Background: an optimization exercise with open tools, aiming at small area, a short achievable clock period and few clock cycles per item. Do not read the settings as production practice.
Function was checked by simulation only, so behaviour that the tests miss may differ from the original.
Power is estimated from default activity; no workload was simulated.

===== design/flow/config.mk =====
export PLATFORM = sky130hd
export DESIGN_NAME = quadratic_root_solver_unit
export DESIGN_NICKNAME = quadratic_root_solver_unit
export VERILOG_FILES = /design/flow/design.v
export SDC_FILE = /design/flow/constraint.sdc
export NUM_CORES = 4
export LEC_CHECK = 0
export CAP_MARGIN = 20
export CORE_MARGIN = 2
export CORE_UTILIZATION = 50
export SLEW_MARGIN = 20

===== design/flow/constraint.sdc =====
create_clock -name core_clock -period 10.0 [get_ports {clk}]
set_input_delay 2.0000 -clock core_clock [delete_from_list [all_inputs] [get_ports {clk}]]
set_output_delay 2.0000 -clock core_clock [all_outputs]
set_load 0.01 [all_outputs]

===== design/flow/design.v =====
`timescale 1ns / 1ps
`default_nettype none
package qrs_pkg;
    localparam int COEF_W       = 16;
    localparam int OUT_W        = 40;
    localparam int KIND_W       = 3;
    localparam int FRAC_BITS_DF = 16;
    localparam int DISC_W       = 36;   
    localparam int INT_STEPS    = 18;   
    typedef enum logic [KIND_W-1:0] {
        KIND_INVALID = 3'd0,
        KIND_LINEAR  = 3'd1,
        KIND_TWO     = 3'd2,
        KIND_DOUBLE  = 3'd3,
        KIND_COMPLEX = 3'd4
    } kind_t;
endpackage
`default_nettype wire
`timescale 1ns / 1ps
`default_nettype none
import qrs_pkg::*;
module qrs_sqrt_cell
#(
    parameter int RW = 40,    
    parameter int SW = 24,    
    parameter int PW = 72     
)(
    input  wire logic          clk,
    input  wire logic          rst_n,
    input  wire logic          en,
    input  wire logic          vin,
    input  wire logic [RW+1:0] rem_in,
    input  wire logic [RW-1:0] root_in,
    input  wire logic [PW-1:0] pend_in,
    input  wire logic [SW-1:0] side_in,
    output logic               vout,
    output logic [RW+1:0]      rem_out,
    output logic [RW-1:0]      root_out,
    output logic [PW-1:0]      pend_out,
    output logic [SW-1:0]      side_out
);
    logic [RW+1:0] rem_sh;
    logic [RW+1:0] trial;
    logic [RW+1:0] rem_next;
    logic [RW-1:0] root_next;
    logic          v_reg;
    logic [RW+1:0] rem_reg;
    logic [RW-1:0] root_reg;
    logic [PW-1:0] pend_reg;
    logic [SW-1:0] side_reg;
    always_comb
    begin
        rem_sh = {rem_in[RW-1:0], pend_in[PW-1 -: 2]};
        trial  = {root_in, 2'b01};
        if (rem_sh >= trial)
        begin
            rem_next  = rem_sh - trial;
            root_next = {root_in[RW-2:0], 1'b1};
        end
        else
        begin
            rem_next  = rem_sh;
            root_next = {root_in[RW-2:0], 1'b0};
        end
    end
    always_ff @(posedge clk or negedge rst_n)
    begin
        if (!rst_n)
            v_reg <= 1'b0;
        else if (en)
            v_reg <= vin;
    end
    always_ff @(posedge clk)
    begin
        if (en)
        begin
            rem_reg  <= rem_next;
            root_reg <= root_next;
            pend_reg <= {pend_in[PW-3:0], 2'b00};
            side_reg <= side_in;
        end
    end
    assign vout     = v_reg;
    assign rem_out  = rem_reg;
    assign root_out = root_reg;
    assign pend_out = pend_reg;
    assign side_out = side_reg;
endmodule
`default_nettype wire
`timescale 1ns / 1ps
`default_nettype none
import qrs_pkg::*;
module qrs_div_cell
#(
    parameter int NW = 56,    
    parameter int DW = 17,    
    parameter int SW = 8
)(
    input  wire logic          clk,
    input  wire logic          rst_n,
    input  wire logic          en,
    input  wire logic          vin,
    input  wire logic [DW:0]   rem_in,
    input  wire logic [NW-1:0] quo_in,    
    input  wire logic [DW-1:0] den_in,
    input  wire logic [SW-1:0] side_in,
    output logic               vout,
    output logic [DW:0]        rem_out,
    output logic [NW-1:0]      quo_out,
    output logic [DW-1:0]      den_out,
    output logic [SW-1:0]      side_out
);
    logic [DW+1:0] rem_sh;
    logic [DW+1:0] rem_diff;
    logic [DW:0]   rem_next;
    logic          qbit;
    logic          v_reg;
    logic [DW:0]   rem_reg;
    logic [NW-1:0] quo_reg;
    logic [DW-1:0] den_reg;
    logic [SW-1:0] side_reg;
    always_comb
    begin
        rem_sh   = {rem_in, quo_in[NW-1]};
        rem_diff = rem_sh - {2'b00, den_in};
        qbit     = (rem_sh >= {2'b00, den_in});
        if (qbit)
            rem_next = rem_diff[DW:0];
        else
            rem_next = rem_sh[DW:0];
    end
    always_ff @(posedge clk or negedge rst_n)
    begin
        if (!rst_n)
            v_reg <= 1'b0;
        else if (en)
            v_reg <= vin;
    end
    always_ff @(posedge clk)
    begin
        if (en)
        begin
            rem_reg  <= rem_next;
            quo_reg  <= {quo_in[NW-2:0], qbit};
            den_reg  <= den_in;
            side_reg <= side_in;
        end
    end
    assign vout     = v_reg;
    assign rem_out  = rem_reg;
    assign quo_out  = quo_reg;
    assign den_out  = den_reg;
    assign side_out = side_reg;
endmodule
`default_nettype wire
`timescale 1ns / 1ps
`default_nettype none
import qrs_pkg::*;
module quadratic_root_solver_unit
#(
    parameter int FRAC_BITS = FRAC_BITS_DF
)(
    input  wire logic                     clk,
    input  wire logic                     rst_n,
    input  wire logic                     in_valid,
    output logic                          in_ready,
    input  wire logic signed [COEF_W-1:0] coef_a,
    input  wire logic signed [COEF_W-1:0] coef_b,
    input  wire logic signed [COEF_W-1:0] coef_c,
    output logic                          out_valid,
    input  wire logic                     out_ready,
    output logic [KIND_W-1:0]             root_kind,
    output logic signed [OUT_W-1:0]       first_value,
    output logic signed [OUT_W-1:0]       second_value
);
    localparam int SQ_STEPS = INT_STEPS + FRAC_BITS;
    localparam int RW       = SQ_STEPS + 1;             
    localparam int PW       = 2 * SQ_STEPS;             
    localparam int NW       = COEF_W + 2 + FRAC_BITS + 2;  
    localparam int DW       = COEF_W + 1;               
    localparam int SSW      = KIND_W + 2 * NW + DW + 2;
    logic en;
    assign en       = !out_valid || out_ready;
    assign in_ready = en;
    logic                   s1_v_reg;
    logic signed [33:0]     bb_reg;
    logic signed [33:0]     ac4_reg;
    logic signed [COEF_W-1:0] a1_reg, b1_reg, c1_reg;
    always_ff @(posedge clk or negedge rst_n)
    begin
        if (!rst_n)
            s1_v_reg <= 1'b0;
        else if (en)
            s1_v_reg <= in_valid;
    end
    always_ff @(posedge clk)
    begin
        if (en)
        begin
            bb_reg  <= 34'(coef_b * coef_b);
            ac4_reg <= 34'(coef_a * coef_c) <<< 2;
            a1_reg  <= coef_a;
            b1_reg  <= coef_b;
            c1_reg  <= coef_c;
        end
    end
    logic signed [35:0] disc;
    logic               s2_v_reg;
    logic [KIND_W-1:0]  kind_next, kind2_reg;
    logic [DISC_W-1:0]  rad_next, rad2_reg;
    logic signed [NW-1:0] nb_next, nb2_reg;    
    logic signed [DW:0]   den_next, den2_reg;   
    always_comb
    begin
        disc = 36'(bb_reg) - 36'(ac4_reg);
        rad_next = '0;
        if (a1_reg == '0)
        begin
            kind_next = (b1_reg == '0) ? KIND_INVALID : KIND_LINEAR;
            nb_next   = -(NW'(c1_reg) <<< FRAC_BITS);
            den_next  = (DW+1)'(b1_reg);
        end
        else
        begin
            nb_next  = -(NW'(b1_reg) <<< FRAC_BITS);
            den_next = (DW+1)'(a1_reg) <<< 1;
            if (disc > 0)
            begin
                kind_next = KIND_TWO;
                rad_next  = DISC_W'(disc);
            end
            else if (disc == 0)
                kind_next = KIND_DOUBLE;
            else
            begin
                kind_next = KIND_COMPLEX;
                rad_next  = DISC_W'(-disc);
            end
        end
    end
    always_ff @(posedge clk or negedge rst_n)
    begin
        if (!rst_n)
            s2_v_reg <= 1'b0;
        else if (en)
            s2_v_reg <= s1_v_reg;
    end
    always_ff @(posedge clk)
    begin
        if (en)
        begin
            kind2_reg <= kind_next;
            rad2_reg  <= rad_next;
            nb2_reg   <= nb_next;
            den2_reg  <= den_next;
        end
    end
    logic [SQ_STEPS:0]         sv;
    logic [RW+1:0]             srem [SQ_STEPS+1];
    logic [RW-1:0]             sroot[SQ_STEPS+1];
    logic [PW-1:0]             spend[SQ_STEPS+1];
    logic [SSW-1:0]            sside[SQ_STEPS+1];
    assign sv[0]    = s2_v_reg;
    assign srem[0]  = '0;
    assign sroot[0] = '0;
    assign spend[0] = {rad2_reg, (PW-DISC_W)'(0)};
    assign sside[0] = {kind2_reg, nb2_reg, NW'(0), den2_reg[DW-1:0], den2_reg[DW], 1'b0};
    for (genvar g = 0; g < SQ_STEPS; g++)
    begin : g_sq
        qrs_sqrt_cell #(.RW(RW), .SW(SSW), .PW(PW)) u_cell (
            .clk(clk), .rst_n(rst_n), .en(en),
            .vin(sv[g]), .rem_in(srem[g]), .root_in(sroot[g]),
            .pend_in(spend[g]), .side_in(sside[g]),
            .vout(sv[g+1]), .rem_out(srem[g+1]), .root_out(sroot[g+1]),
            .pend_out(spend[g+1]), .side_out(sside[g+1])
        );
    end
    logic [RW-1:0]       s_round;
    logic [KIND_W-1:0]   kq;
    logic signed [NW-1:0] nbq;
    logic [DW-1:0]       dmag_raw;
    logic                dneg;
    logic signed [NW-1:0] n1, n2;
    logic [DW-1:0]       dmag;
    logic                dsign;
    logic                p_v_reg;
    logic [NW-1:0]       m1_reg, m2_reg;
    logic                neg1_reg, neg2_reg;
    logic [DW-1:0]       dv_reg;
    logic [KIND_W-1:0]   kp_reg;
    always_comb
    begin
        kq       = sside[SQ_STEPS][SSW-1 -: KIND_W];
        nbq      = sside[SQ_STEPS][SSW-KIND_W-1 -: NW];
        dmag_raw = sside[SQ_STEPS][DW+1:2];
        dneg     = sside[SQ_STEPS][1];
        s_round  = sroot[SQ_STEPS] + RW'(srem[SQ_STEPS] > (RW+2)'(sroot[SQ_STEPS]));
        dsign = dneg;
        dmag  = dneg ? DW'(-{dneg, dmag_raw}) : dmag_raw;
        n1 = nbq;
        n2 = nbq;
        if (kq == KIND_TWO)
        begin
            n1 = nbq + NW'(s_round);
            n2 = nbq - NW'(s_round);
        end
        else if (kq == KIND_COMPLEX)
        begin
            n2    = NW'(s_round);
        end
    end
    always_ff @(posedge clk or negedge rst_n)
    begin
        if (!rst_n)
            p_v_reg <= 1'b0;
        else if (en)
            p_v_reg <= sv[SQ_STEPS];
    end
    always_ff @(posedge clk)
    begin
        if (en)
        begin
            kp_reg   <= kq;
            dv_reg   <= (dmag == '0) ? DW'(1) : dmag;
            m1_reg   <= (n1 < 0) ? NW'(-n1) : NW'(n1);
            m2_reg   <= (n2 < 0) ? NW'(-n2) : NW'(n2);
            neg1_reg <= (n1 < 0) != dsign;
            neg2_reg <= (kq == KIND_COMPLEX) ? 1'b0 : ((n2 < 0) != dsign);
        end
    end
    localparam int DSW = KIND_W + 2;
    logic [NW:0]    dv1, dv2;
    logic [DW:0]    r1 [NW+1];
    logic [DW:0]    r2 [NW+1];
    logic [NW-1:0]  q1 [NW+1];
    logic [NW-1:0]  q2 [NW+1];
    logic [DW-1:0]  dd1[NW+1];
    logic [DW-1:0]  dd2[NW+1];
    logic [DSW-1:0] ds1[NW+1];
    logic [DSW-1:0] ds2[NW+1];
    assign dv1[0] = p_v_reg;
    assign dv2[0] = p_v_reg;
    assign r1[0]  = '0;
    assign r2[0]  = '0;
    assign q1[0]  = m1_reg + NW'(dv_reg >> 1);
    assign q2[0]  = m2_reg + NW'(dv_reg >> 1);
    assign dd1[0] = dv_reg;
    assign dd2[0] = dv_reg;
    assign ds1[0] = {kp_reg, neg1_reg, neg2_reg};
    assign ds2[0] = {kp_reg, neg1_reg, neg2_reg};
    for (genvar g = 0; g < NW; g++)
    begin : g_dv
        qrs_div_cell #(.NW(NW), .DW(DW), .SW(DSW)) u_d1 (
            .clk(clk), .rst_n(rst_n), .en(en), .vin(dv1[g]),
            .rem_in(r1[g]), .quo_in(q1[g]), .den_in(dd1[g]), .side_in(ds1[g]),
            .vout(dv1[g+1]), .rem_out(r1[g+1]), .quo_out(q1[g+1]),
            .den_out(dd1[g+1]), .side_out(ds1[g+1])
        );
        qrs_div_cell #(.NW(NW), .DW(DW), .SW(DSW)) u_d2 (
            .clk(clk), .rst_n(rst_n), .en(en), .vin(dv2[g]),
            .rem_in(r2[g]), .quo_in(q2[g]), .den_in(dd2[g]), .side_in(ds2[g]),
            .vout(dv2[g+1]), .rem_out(r2[g+1]), .quo_out(q2[g+1]),
            .den_out(dd2[g+1]), .side_out(ds2[g+1])
        );
    end
    logic [KIND_W-1:0]    kf;
    logic signed [OUT_W-1:0] v1_next, v2_next;
    logic                 ov_reg;
    logic [KIND_W-1:0]    kind_reg;
    logic signed [OUT_W-1:0] v1_reg, v2_reg;
    always_comb
    begin
        kf      = ds1[NW][DSW-1 -: KIND_W];
        v1_next = ds1[NW][1] ? -(OUT_W'(q1[NW])) : OUT_W'(q1[NW]);
        v2_next = ds1[NW][0] ? -(OUT_W'(q2[NW])) : OUT_W'(q2[NW]);
        unique case (kf)
            KIND_INVALID:
            begin
                v1_next = '0;
                v2_next = '0;
            end
            KIND_LINEAR:  v2_next = '0;
            default:      ;
        endcase
    end
    always_ff @(posedge clk or negedge rst_n)
    begin
        if (!rst_n)
            ov_reg <= 1'b0;
        else if (en)
            ov_reg <= dv1[NW];
    end
    always_ff @(posedge clk)
    begin
        if (en)
        begin
            kind_reg <= kf;
            v1_reg   <= v1_next;
            v2_reg   <= v2_next;
        end
    end
    assign out_valid    = ov_reg;
    assign root_kind    = kind_reg;
    assign first_value  = v1_reg;
    assign second_value = v2_reg;
endmodule
`default_nettype wire

===== design/flow/run.sh =====
#!/bin/bash
# synth_recipe.tcl (not shown) runs the flow's synth.tcl, then flattens the netlist and writes it again
# the make line also repeats each setting of config.mk as NAME=value (left out here)
make -C /OpenROAD-flow-scripts/flow DESIGN_CONFIG=/design/flow/config.mk WORK_HOME=/design/flow/orfs CLKGATE_MAP_FILE= SYNTH_SCRIPT=/design/flow/synth_recipe.tcl finish

==> results.toml <==
[outcome]
status = "complete, no violations"

[drt]
wl_per_cell_um = 21.1
drt-pass1-iter-count = 6
dr.first_iter.drc_count = 17000
detail-route-antenna-nets = 0
drc = 0
wl_mm = 887
avgViaCountPerCell = 5.47
vias = 230000

[worst_setup_path]
cpMostUsedCell = "o21a_1"
start_kind = "flip-flop"
critical-path-top-delay-family = "compound AO/OA/AOI/OAI gates"
max_stage_delay_ns = 0.64
slowest_stage = "edfxtp_1"
reg2reg_to = "m1_reg[8]"
critPathBufInv = 3
critPathArrivalTime_ns = 9.32
cp-end-kind = "flip-flop"
rr_worst_depth = 31
cp.required_ns = 10.83
worstPathMaxFanout = 11
r2r_start = "g_sq[33].u_cell.root_reg[2]"
r2r_slack_ns = 1.52
crit_type = "flip-flop to flip-flop"

[placement]
placed_cell_area_mm2 = 0.413
dpl_worst_slack_ns = 0.549
gp_congestion = 0.908
place_hpwl_mm = 656
numPortBuffers = 136

[timing]
finalSetupViolations = 0
finalSetupTns_ns = 0
hold_viol_final = 0
final.min_clock_period_ns = 8.48
fin_skew_ns = 0.0879
rsz0062_at_grt = "no"
relSlewSlack_pct = 18.1
tightest_slew_ns = 1.23
holdWs_ns = 0.359
slew_violations = 0
fmax_mhz = 118
period_share_pct = 84.8
fin_ws_ns = 1.52

[power_and_ir_drop]
cellLeakagePower_nw = 183
p_int_mw = 80.3
power.density_mw_per_mm2 = 265
ir_worst_vdd_v = 0.000410
power.switching_mw = 36.7
combPwrFrac_pct = 28.1
seqPwrFrac_pct = 44.0
switching_share_pct = 31.4
p_clk_share_pct = 27.9

[clock_network]
cts_made_buffers = 869
cts_root_buf = "clkbuf_16"
ctsHoldBuffers = 0
clock-sinks = 8431
cts.path.max_buffers = 4
ctsResizeCount = 0
insertion_delay_ns = 1.18
clk_pin_slew_worst_paths_ns = 0.06
cts_max_level = 6
cts_setup_buffers = 0
cts_tree = "done"

[yosys]
yosys-top-cells-area = "edfxtp_1, ha_1, fa_1"
synthArstFlopShare_pct = 0.878
ys.flop_type = "edfxtp_1"
synth.top_cell.area_share_pct = 63.2
yosys_warnings = 27
synth-edff-count = 8357
synth_top_area_cell = "edfxtp_1"
avgSynthCellArea_um2 = 13.2
ys_seq_area_share_pct = 63.7
syn_inst = 30000
synth_common_cells = "edfxtp_1, inv_1, nand2_1"
yosysMostFrequentCell = "edfxtp_1"
synth_area_mm2 = 0.397
synthDistinctLibCells = 104
yosys_register_bits = 8431

[global_routing]
grt_use_total_pct = 21.7
grt_pass1_wl_mm = 1350
antenna_found_initial = 16
grt_max_degree = 211
grt_pass1_vias = 229000
gr-total-overflow = 0

[cells_and_area]
syn_to_final_growth_pct = 11.4
drive_gt1_share_pct = 7.28
nets = 33500
fillers = 64500
finalInstanceArea_mm2 = 0.442
largest_reg_flops = 1360

[die]
top_level_ports = 137
die_y_um = 895
core_area_mm2 = 0.792
dieArea_mm2 = 0.801
start_util_pct = 50.1
die_w_um = 895
num_rows = 327

[min_path]
min_to = "g_dv[22].u_d1.quo_reg[3]"
min_path_cells = 0
hold_class = "flip-flop to flip-flop"
hold_path.startpoint = "g_dv[21].u_d1.quo_reg[2]"

[run]
maxCapViolCount = 0
[power by group through the flow]
stage	clock network [mW]	registers (mW)	logic, mW
2_1_floorplan	0	49.9	24.4
3_3_place_gp	0	52.2	32.6
3_5_place_dp	0	52.3	32.8
4_1_cts	33.6	51.7	33.0
5_1_grt	35.0	52.1	36.8
6_report	32.7	51.5	32.9
[worst register-to-register path: cells and delay by family (launching register included)]
family	cells	cell delay, ns
compound gates	18	3.37
simple gates	5	1.95
fa+ha+maj	3	1.01
xor+xnor	2	0.91
flops	1	0.64
buf+inv	3	0.31
[metrics by stage]
step | power, mW | std cells | util, %
after floorplan | 74.3 | 30000 | -
after global placement | 84.8 | 40400 | 52.1
after detailed placement | 85.1 | 40400 | 52.1
after CTS | 118 | 42000 | 55.8
after global routing | 124 | 42100 | 55.8
final | 117 | 42100 | 55.8
[layout make-up]
type	instances	area (um^2)	area share [%]
Tap cell	10500	13200	2.98
Sequential cell	8431	253000	57.2
Multi-Input combinational cell	18000	132000	29.8
Antenna cell	45	113	0.0255
Clock inverter	584	6790	1.54
Timing Repair Buffer	438	4120	0.931
Clock buffer	1035	22500	5.08
Inverter	2969	11200	2.52
[metal layers]
metal	wire length (um)	vias to the layer above	global-route usage [%]
li1	-	112000	-
met1	362000	112000	26.7
met2	451000	4460	38.8
met3	28700	1579	2.16
met4	45400	2	9.78
met5	13	-	0
[kinds of logic after synthesis]
logic type / Yosys count / share of synthesized area [%]
other: 1 / 0.000944
AOI/OAI and AO/OA: 5732 / 9.10
adders and majority gates: 2697 / 9.61
xor gates and xnor gates: 1753 / 3.87
DFF: 8431 / 63.7
buffers and inverters: 3507 / 3.32
and+or+nand+nor: 7313 / 8.94
muxes: 543 / 1.50
[cell usage in the layout, fill, tap and decap left out, drive strengths merged, types with 341 or more instances in the layout]
cell type,netlist,routed
a21boi,341,341
a21o,374,374
a21oi,1395,1395
clkbuf,488,1036
clkinv,1,405
edfxtp,8357,8357
fa,589,589
ha,2108,2108
inv,2968,2995
mux2,407,407
nand2,2210,2210
nand3,532,532
nor2,1635,1635
nor3,566,566
o21ai,1658,1658
o31ai,509,509
xnor2,1145,1145
xor2,608,608
[how the worst max path moves through the flow]
stage / startpoint / endpoint / slack [ns] / cells after the start
2_1_floorplan: out_ready / g_dv[24].u_d1.v_reg / -14.26 / 5
3_3_place_gp: coef_a[8] / ac4_reg[33] / 0.62 / 22
3_5_place_dp: coef_a[8] / ac4_reg[33] / 0.55 / 22
4_1_cts: g_sq[33].u_cell.root_reg[2] / m2_reg[32] / 1.52 / 34
5_1_grt: g_sq[33].u_cell.root_reg[2] / m2_reg[34] / 0.83 / 34
6_report: g_sq[33].u_cell.root_reg[2] / m1_reg[8] / 1.52 / 31
Testbench counts, summed over its fixed seeds: cycles 12,592, items 12,000.

static timing again, ports no longer ideal:
In the flow no input, the clock included, has a driving cell. The finished layout below was timed again as built, in two steps. Step 1: set_driving_cell puts a clkbuf_16 on clk and a buf_2 on each other input, an assumption about the parent block. Step 2 times the ports against the registers' clock, not the clock port: input delays grow and output delays shrink by t, the midpoint of the rising clock arrivals with the driver on. Three values: ideal ports, drivers, drivers and shift; two values: the first two.
shift t [ns]: 1.308
setup WS [ns]: 1.516 / 1.516 / 0.669
hold WS [ns]: 0.359 / 0.359 / 0.359
clock arrival spread, ns: 0.116 / 0.116
worst data-port slew with drivers (ns): 0.05
After both steps this run still meets setup and hold. For this run, drivers alone change the setup slack by 0.000 ns; drivers and shift together by -0.847 ns.
